What follows belongs to an exercise in optimizing a design on an open flow for small area; a production flow would make more cautious choices.
Only simulation tests tie the RTL to the original design; equivalence was not proved.
No activity file was given, so power comes from the tool's default toggle rates.

==> run E: inputs <==
Design pifo_top, start of the top module:
module pifo_top (
    input  logic                i_clk,
    input  logic                i_arst_n,
    input  logic                i_psel,
    input  logic                i_penable,
    input  logic                i_pwrite,
    input  pifo_pkg::apb_addr_t i_paddr,
    input  pifo_pkg::apb_data_t i_pwdata,
    output pifo_pkg::apb_data_t o_prdata,
    output logic                o_pready,
    output logic                o_pslverr
);
make LEC_CHECK=0 CAP_MARGIN=10 CORE_MARGIN=2 CORE_UTILIZATION=40 CTS_BUF_LIST=sky130_fd_sc_hd__clkbuf_16 CTS_CLUSTER_DIAMETER=100 CTS_CLUSTER_SIZE=25 GPL_TIMING_DRIVEN=0 SLEW_MARGIN=10 SYNTH_HIERARCHICAL=1 SYNTH_MINIMUM_KEEP_SIZE=0 finish   # period 10.0 ns
run.sh (not shown) runs the stock make flow with config.mk's settings and CLKGATE_MAP_FILE= SYNTH_SCRIPT=/design/flow/synth_recipe.tcl, a recipe that flattens the netlist after the stock synthesis.
==> run Y: changes against run E <==
--- a/flow/design.v
+++ b/flow/design.v
@@ -16,44 +16,32 @@
     input  logic i_new,
     input  logic i_prev,
     output logic o_d
 );
     assign o_d = (i_sel & i_new) | (i_sel_n & i_prev);
 endmodule
 module pifo_elim_a (
-    input  logic i_nc0,
-    input  logic i_nc1,
-    input  logic i_r0,
-    input  logic i_r1,
+    input  logic i_nc,
+    input  logic i_r,
     input  logic i_any0,
-    output logic o_z,
-    output logic o_c0,
-    output logic o_c1
-);
-    assign o_z  = ~((i_nc0 | i_r0) & (i_nc1 | i_r1));
-    assign o_c0 = ~(i_nc0 | (i_r0 & i_any0));
-    assign o_c1 = ~(i_nc1 | (i_r1 & i_any0));
+    output logic o_nz,
+    output logic o_c
+);
+    assign o_nz = i_nc | i_r;
+    assign o_c = ~(i_nc | (i_r & i_any0));
 endmodule
 module pifo_elim_b (
-    input  logic i_c0,
-    input  logic i_c1,
-    input  logic i_c2,
-    input  logic i_rn0,
-    input  logic i_rn1,
-    input  logic i_rn2,
+    input  logic i_c,
+    input  logic i_rn,
     input  logic i_nany0,
     output logic o_nz,
-    output logic o_nc0,
-    output logic o_nc1,
-    output logic o_nc2
-);
-    assign o_nz  = ~((i_c0 & i_rn0) | (i_c1 & i_rn1) | (i_c2 & i_rn2));
-    assign o_nc0 = ~(i_c0 & (i_rn0 | i_nany0));
-    assign o_nc1 = ~(i_c1 & (i_rn1 | i_nany0));
-    assign o_nc2 = ~(i_c2 & (i_rn2 | i_nany0));
+    output logic o_nc
+);
+    assign o_nz = ~(i_c & i_rn);
+    assign o_nc = ~(i_c & (i_rn | i_nany0));
 endmodule
 module pifo_pick_a (
     input  logic i_seen,
     input  logic i_c,
     output logic o_win_n,
     output logic o_seen_n
 );
@@ -91,17 +79,15 @@
     output logic                o_pslverr
 );
     localparam int N     = pifo_pkg::CAPACITY;
     localparam int EW    = pifo_pkg::ENTRY_W;
     localparam int RW    = pifo_pkg::RANK_W;
     localparam int LW    = pifo_pkg::LEN_W;
     localparam int OW    = pifo_pkg::OCC_W;
-    localparam int S1    = 9;       
-    localparam int S2    = 2;       
-    localparam int GS    = 6;       
+    localparam int SPLIT = 8;       
     localparam int NI    = N / 2;   
     localparam logic [EW-1:0] INV = EW'(24'hFFAAAA);
     logic [N*EW-1:0] ent_q;
     logic [N-1:0]    vld_q;
     logic [OW-1:0] occ_q;
     logic          rd_wait_q;
     logic          ins_done_q;
@@ -152,105 +138,75 @@
     assign ins_try  = i_psel & push_ok & ~(i_penable & ins_done_q);
     assign ins_any  = ins_try & (|free_src);
     assign ins_data = i_pwdata[EW-1:0] ^ INV;
     always_ff @(posedge i_clk) begin
         ins_done_q <= setup & ins_any;
     end
     logic [N-1:0]      cand [RW+1];
+    logic [N-1:0]      zero_n [RW];   
     logic [RW-1:0]     any0;
-    logic [N-1:0]      m_q;    
-    logic [RW-1:S1]    hi_q;
-    logic [S1-1:S2]    mid_q;
+    logic [N-1:0]      m1_q;
+    logic [N-1:0]      m2_q;
+    logic [SPLIT-1:0]  lo_q;
+    logic [RW-1:SPLIT] hi_q;
     for (genvar b = RW - 1; b >= 0; b--) begin : g_bit
         localparam bit FORM_B = ((RW - 1 - b) % 2) == 0;
-        logic [N-1:0]   c_in;
-        if (b == S1 - 1 || b == S2 - 1) begin : g_s23
-            assign c_in = m_q;
+        logic [N-1:0] c_in;
+        if (b == SPLIT - 1) begin : g_s2
+            assign c_in = m1_q;
         end else if (b == RW - 1) begin : g_s1
             assign c_in = vld_q;
         end else begin : g_mid
             assign c_in = cand[b+1];
         end
+        assign any0[b] = ~(&zero_n[b]);
         if (FORM_B) begin : g_b
-            logic [N/3-1:0] zero_n;   
-            assign any0[b] = ~(&zero_n);
-            for (genvar j = 0; j < N / 3; j++) begin : g_e
+            for (genvar i = 0; i < N; i++) begin : g_e
                 pifo_elim_b cell_i (
-                    .i_c0    (c_in[3*j]),
-                    .i_c1    (c_in[3*j+1]),
-                    .i_c2    (c_in[3*j+2]),
-                    .i_rn0   (ent_q[(3*j)*EW + b]),
-                    .i_rn1   (ent_q[(3*j+1)*EW + b]),
-                    .i_rn2   (ent_q[(3*j+2)*EW + b]),
+                    .i_c     (c_in[i]),
+                    .i_rn    (ent_q[i*EW + b]),
                     .i_nany0 (~any0[b]),
-                    .o_nz    (zero_n[j]),
-                    .o_nc0   (cand[b][3*j]),
-                    .o_nc1   (cand[b][3*j+1]),
-                    .o_nc2   (cand[b][3*j+2])
+                    .o_nz    (zero_n[b][i]),
+                    .o_nc    (cand[b][i])
                 );
             end
         end else begin : g_a
-            logic [N/2-1:0] zero;   
-            assign any0[b] = |zero;
-            for (genvar j = 0; j < N / 2; j++) begin : g_e
+            for (genvar i = 0; i < N; i++) begin : g_e
                 pifo_elim_a cell_i (
-                    .i_nc0  (c_in[2*j]),
-                    .i_nc1  (c_in[2*j+1]),
-                    .i_r0   (ent_q[(2*j)*EW + b]),
-                    .i_r1   (ent_q[(2*j+1)*EW + b]),
+                    .i_nc   (c_in[i]),
+                    .i_r    (ent_q[i*EW + b]),
                     .i_any0 (any0[b]),
-                    .o_z    (zero[j]),
-                    .o_c0   (cand[b][2*j]),
-                    .o_c1   (cand[b][2*j+1])
+                    .o_nz   (zero_n[b][i]),
+                    .o_c    (cand[b][i])
                 );
             end
         end
     end
     always_ff @(posedge i_clk) begin
-        if (rd_first) begin
-            m_q <= {cand[S2][N-2:0], cand[S2][N-1]};
-        end else begin
-            m_q <= {cand[S1][N-2:0], cand[S1][N-1]};
-        end
-        hi_q  <= ~any0[RW-1:S1];
-        mid_q <= ~any0[S1-1:S2];
-    end
-    localparam int NG = N / GS;
+        m1_q <= {cand[SPLIT][N-2:0], cand[SPLIT][N-1]};   
+        hi_q <= ~any0[RW-1:SPLIT];
+        m2_q <= {cand[0][N-2:0], cand[0][N-1]};
+        lo_q <= ~any0[SPLIT-1:0];
+    end
     logic [N-1:0]  win_n;
     logic [N:0]    seen;      
-    logic [NG-1:0] grp_any;
-    logic [NG-1:0] grp_seen;
     logic [LW-1:0] len_min;
-    always_comb begin
-        for (int g = 0; g < NG; g++) begin
-            grp_any[g] = |cand[0][g*GS +: GS];
-        end
-        grp_seen[0] = 1'b0;
-        for (int g = 1; g < NG; g++) begin
-            grp_seen[g] = grp_seen[g-1] | grp_any[g-1];
-        end
-    end
+    assign seen[0] = 1'b0;
     for (genvar i = 0; i < N; i++) begin : g_pick
-        logic s_in;
-        if ((i % GS) == 0) begin : g_first
-            assign s_in = grp_seen[i/GS];
-        end else begin : g_next
-            assign s_in = seen[i];
-        end
         if ((i % 2) == 0) begin : g_a
             pifo_pick_a pick_i (
-                .i_seen   (s_in),
-                .i_c      (cand[0][i]),
+                .i_seen   (seen[i]),
+                .i_c      (m2_q[i]),
                 .o_win_n  (win_n[i]),
                 .o_seen_n (seen[i+1])
             );
         end else begin : g_b
             pifo_pick_b pick_i (
-                .i_seen_n (s_in),
-                .i_c      (cand[0][i]),
+                .i_seen_n (seen[i]),
+                .i_c      (m2_q[i]),
                 .o_win_n  (win_n[i]),
                 .o_seen   (seen[i+1])
             );
         end
     end
     for (genvar k = 0; k < LW; k++) begin : g_len
         logic [N/2-1:0] part;
@@ -302,15 +258,15 @@
     assign o_pready = access & (i_pwrite | rd_wait_q);
     always_comb begin
         if (i_pwrite) begin
             o_pslverr = ~a_push | full;
             o_prdata  = '1;
         end else if (a_pop) begin
             o_pslverr = empty;
-            o_prdata  = empty ? '1 : {8'h00, len_min, hi_q, mid_q, ~any0[S2-1:0]};
+            o_prdata  = empty ? '1 : {8'h00, len_min, hi_q, lo_q};
         end else if (a_stat) begin
             o_pslverr = 1'b0;
             o_prdata  = {{(32 - OW){1'b0}}, occ_q};
         end else begin
             o_pslverr = 1'b1;
             o_prdata  = '1;
         end
Settings changed: CAP_MARGIN 10 to 20, SLEW_MARGIN 10 to 20.
==> notes.md <==
- The flow ran to the end and the layout has no timing, DRC or antenna violations.
- The core region is 70270 sq um.
- For this run, combinational gates with multiple inputs come to 1922.
- Per report_power, the clock group accounts for 31.5% of the total.
- The number of clock buffers inserted by TritonCTS is 39.
- The switching share of power is 24.79%.
- The synthesized area divided by synthesized cell count is 10.25 sq um.
- The largest voltage drop on the vdd net is 0.1159 mV.
- Cells fill 48.58% of the core in the end.
- Of the total standard cell area in the layout, the sequential portion is 49.41%.
- The final instance area is 34140 sq um.
- The worst-margin pin slew is 1.011 ns.
- Registers take 16870 sq um.
- The number of cells produced by synthesis is 2782.
- The via count of the first global-routing pass was 22830.
- Timing analysis after detailed placement gives a worst setup slack of -1.250 ns.
- The fraction of final cell area spent on non-clock buffers in this run is 6.608%.
- In this run, power in flip-flops and latches comes to 3410 uW.
(the above is from run Y)
==> notes.md <==
- The flow ran to the end and the layout has no timing, DRC or antenna violations.
- The worst-margin pin slew is 1.339 ns.
- The power consumed by sequential cells is 3290 uW.
- The via count of the first global-routing pass is 21870.
- Averaged over all synthesized cells, the footprint is 11.08 sq um.
- The number of clock buffers added by TritonCTS is 38.
- The count of multi-input combinational gates is 1557.
- The non-clock buffer contribution to total cell area is 4.956%.
- VDD sags by at most 0.1144 mV.
- Registers represent a cell area share of 53.30%.
- Net switching is 24.63% of the power.
- Timing analysis after detailed placement gives a worst setup slack of -2.766 ns.
- The clock network accounts for 32.0% of the total power.
- Summing all flip-flop and latch instances after layout gives 16220 sq um.
(the above is from run E)

==> port drivers added, routing unchanged <==
How much do the figures lean on ideal ports? The routed layouts below were timed once more, with nothing changed but the port constraints.
Step 1 sets driving cells, clkbuf_16 on the clock port and buf_2 on the other inputs (assumed; they add their load-dependent delay and slew).
Step 2 also shifts input and output timing later by t, the mid clock arrival at the registers, as if the neighbouring blocks saw the same clock.
Three values: no drivers, after step 1, after step 2; two values: the first two.
run | shift t [ns] | setup WS [ns] | clock arrival spread, ns | worst register clock-pin slew, ns | cell pins on the clock port's net
run E | 0.655 | 0.431 / 0.374 / 0.600 | 0.039 / 0.040 | 0.10 / 0.10 | 1
run Y | 0.670 | 0.218 / 0.218 / 0.218 | 0.038 / 0.038 | 0.11 / 0.11 | 1
After both steps setup and hold are still met in every run listed.
